From an optimization exercise on the open Yosys and OpenROAD flow, aimed at small area, a short achievable clock period and few clock cycles per item; shortcuts taken in it are not production practice.
Only simulation tests tie the RTL to the original design; equivalence was not proved.

Setup of build 15:
// aes_sbox_lanes
module aes_sbox_lanes (
    input  logic        clock,
    input  logic        reset,
    input  logic        in_valid,
    output logic        in_ready,
    input  logic [31:0] in_share0,
    input  logic [31:0] in_share1,
    input  logic        rnd_valid,
    output logic        rnd_ready,
    input  logic [63:0] rnd_data,
    input  logic [63:0] prng_seed,
    output logic        out_valid,
    input  logic        out_ready,
    output logic [31:0] out_share0,
    output logic [31:0] out_share1,
    output logic [3:0]  credits_used
);
Size in the first run: about 5600 cells after synthesis, about 850 flip-flops, about 0.056 mm² of cells after synthesis.
==> flow/config.mk <==
export PLATFORM = sky130hd
export DESIGN_NAME = aes_sbox_lanes
export DESIGN_NICKNAME = aes_sbox_lanes
export VERILOG_FILES = /design/flow/design.v
export SDC_FILE = /design/flow/constraint.sdc
export NUM_CORES = 4
export LEC_CHECK = 0
export ABC_CLOCK_PERIOD_IN_PS = 4000
export CAP_MARGIN = 20
export CORE_MARGIN = 2
export CORE_UTILIZATION = 65
export CTS_BUF_LIST = sky130_fd_sc_hd__clkbuf_8
export CTS_CLUSTER_DIAMETER = 60
export CTS_CLUSTER_SIZE = 14
export PLACE_DENSITY = 0.72
export SETUP_SLACK_MARGIN = 4.9
export SLEW_MARGIN = 20
export TNS_END_PERCENT = 100
==> flow/constraint.sdc <==
create_clock -name core_clock -period 9.0 [get_ports {clock}]
set_input_delay 1.8000 -clock core_clock [delete_from_list [all_inputs] [get_ports {clock}]]
set_output_delay 1.8000 -clock core_clock [all_outputs]
set_load 0.01 [all_outputs]
standard.sh (not shown) runs the stock make flow with config.mk's settings and CLKGATE_MAP_FILE= SYNTH_SCRIPT=/design/flow/synth_recipe.tcl, a recipe that flattens the netlist after the stock synthesis.
==> flow/flow/run.sh <==
#!/bin/bash
# Own layout flow: the standard flow with two changes.
# 1. Synthesis maps the logic with flow/abc.script (ABC's &dch/&nf mapping, which suits the
#    XOR-heavy GF(2^8) arithmetic far better than abc_speed.script). The standard synthesis is
#    also run, into orfs_ref/, and the registers of the two netlists are compared; if they differ
#    the standard synthesis is used.
# 2. Every port still gets a buffer, but a plain sky130_fd_sc_hd__buf_1 (BUFFER_PORTS_ARGS)
#    rather than the delay buffer buffer_ports picks by default; the resizer sizes them up as needed.
set -uo pipefail
W=$PWD
sed -e "s#SYNTH_SCRIPT=[^ ]*#SYNTH_SCRIPT=$W/flow/synth.tcl#" standard.sh > my_synth.sh
sed -e "s#WORK_HOME=[^ ]*#WORK_HOME=$W/orfs_ref#" -e '/^if /,$d' standard.sh > ref_synth.sh
MY_ABC_SCRIPT=$W/flow/abc.script bash my_synth.sh synth > synth.log 2>&1 &
bash ref_synth.sh synth > ref_synth.log 2>&1
wait
RES=orfs/results/$FLOW_PLATFORM/aes_sbox_lanes/base
REF=orfs_ref/results/$FLOW_PLATFORM/aes_sbox_lanes/base
if ! python3 flow/regs.py $RES/1_2_yosys.v $REF/1_2_yosys.v > regs.log 2>&1; then
  echo "own synthesis differs from the standard one; using the standard flow" >> regs.log
  rm -rf orfs
fi
BUFFER_PORTS_ARGS="-buffer_cell sky130_fd_sc_hd__buf_1" bash standard.sh > layout.log 2>&1
==> flow/flow/abc.script <==
&get -n
&st
&dch
&nf
&put
buffer -c
topo
stime -c
upsize -c
dnsize -c
Other scripts of this flow, unchanged in this note and not shown: flow/flow/regs.py, flow/flow/synth.tcl
Build 15 | status: complete | timing, DRC, antenna: pass
Testbench counts of build 15, summed over its fixed seeds: cycles 16,032, items 16,000.
#### Input delta (build 94 over build 15)
Settings: clearing PLACE_DENSITY, which used to be 0.72; swapping 65 for 50 in CORE_UTILIZATION; clearing CTS_CLUSTER_SIZE, which used to be 14; clearing CTS_CLUSTER_DIAMETER, which used to be 60; clearing CTS_BUF_LIST, which used to be sky130_fd_sc_hd__clkbuf_8.
==> flow/flow/abc.script <==
&get -n
&st
&dch
&nf
&put
[summary]
- Build 94 did not stop at any stage, and its layout met the timing, design-rule and antenna checks.
- Relative to build 15, non-clock inverter instance count of the final layout increased by 1 in build 94.
- Build 94 can be clocked faster than build 15.
- For flip-flop and latch count, build 94 and build 15 come out practically identical.
- Cmp build 94 and build 15 / first-pass GRT wire length / lower: build 15
Input-level comparison between build 79 and build 94:
==> flow/flow/abc.script <==
&get -n
&st
&dch
&nf
&put
buffer -c
topo
stime -c
upsize -c
dnsize -c
[summary]
Both conditions hold for build 79: the flow ran to the end and the final layout passed the timing, design-rule and antenna checks.
Between build 79 and build 94, the final cell count figures differ only marginally.
In build 79 the count of clock-buffer cells in the layout turned out about 5% lower than in build 94.
Between build 94 and build 79, the flow reports design area decreasing slightly.
The initial antenna violation count of build 79 is higher than that of build 94.
Lower global-route total usage across every layer was reported by build 79, not build 94.
Between build 79 and build 94, the longest individual stage delay on the worst path figures differ only marginally.
On register-to-register slack, the lower figure sits with build 94, not build 79.
Met1 layer usage reported by global route: build 79 vs build 94 down 0.83 points
[inputs] build 43 vs build 79
Settings: swapping 4.9 for 5 in SETUP_SLACK_MARGIN.
[summary]
Build 79 has a lower signed area change from the synthesized netlist to the final layout than build 43.
Of build 43 and build 79, build 79 shows the higher clock period minus final worst setup slack, with build 43 below it.
Of build 43 and build 79, it is build 43 that has the higher final design area excluding fillers.
Any difference in source-to-sink clock delay at the later pin of the worst-skew pair between build 43 and build 79 is small enough to ignore.

afterwards: timing with drivers on the ports:
No port has a modelled driver above. Below, the same layouts with a new extraction and two added sets of constraints. Step 1 sets driving cells, clkbuf_16 on the clock port and buf_2 on the other inputs (assumed; they add their load-dependent delay and slew). Step 2 times the ports against the registers' clock, not the clock port: input delays grow and output delays shrink by t, the midpoint of the rising clock arrivals with the driver on. Three values: no drivers, after step 1, after step 2; two values: the first two.
| run | t, ns | setup WS [ns] | clock arrival spread, ns | slew at the worst register clock pin (ns) |
|---|---|---|---|---|
| build 15 | 0.785 | 4.868 / 4.868 / 4.272 | 0.066 / 0.066 | 0.10 / 0.10 |
| build 94 | 0.722 | 4.891 / 4.850 / 4.364 | 0.039 / 0.039 | 0.07 / 0.07 |
| build 79 | 0.718 | 4.910 / 4.868 / 4.380 | 0.060 / 0.060 | 0.07 / 0.07 |
| build 43 | 0.728 | 4.938 / 4.898 / 4.335 | 0.051 / 0.051 | 0.07 / 0.07 |
After both steps every run listed still meets setup and hold. The setup slack of build 43, which loses most, moves by -0.040 ns with the drivers and by -0.603 ns with both steps.
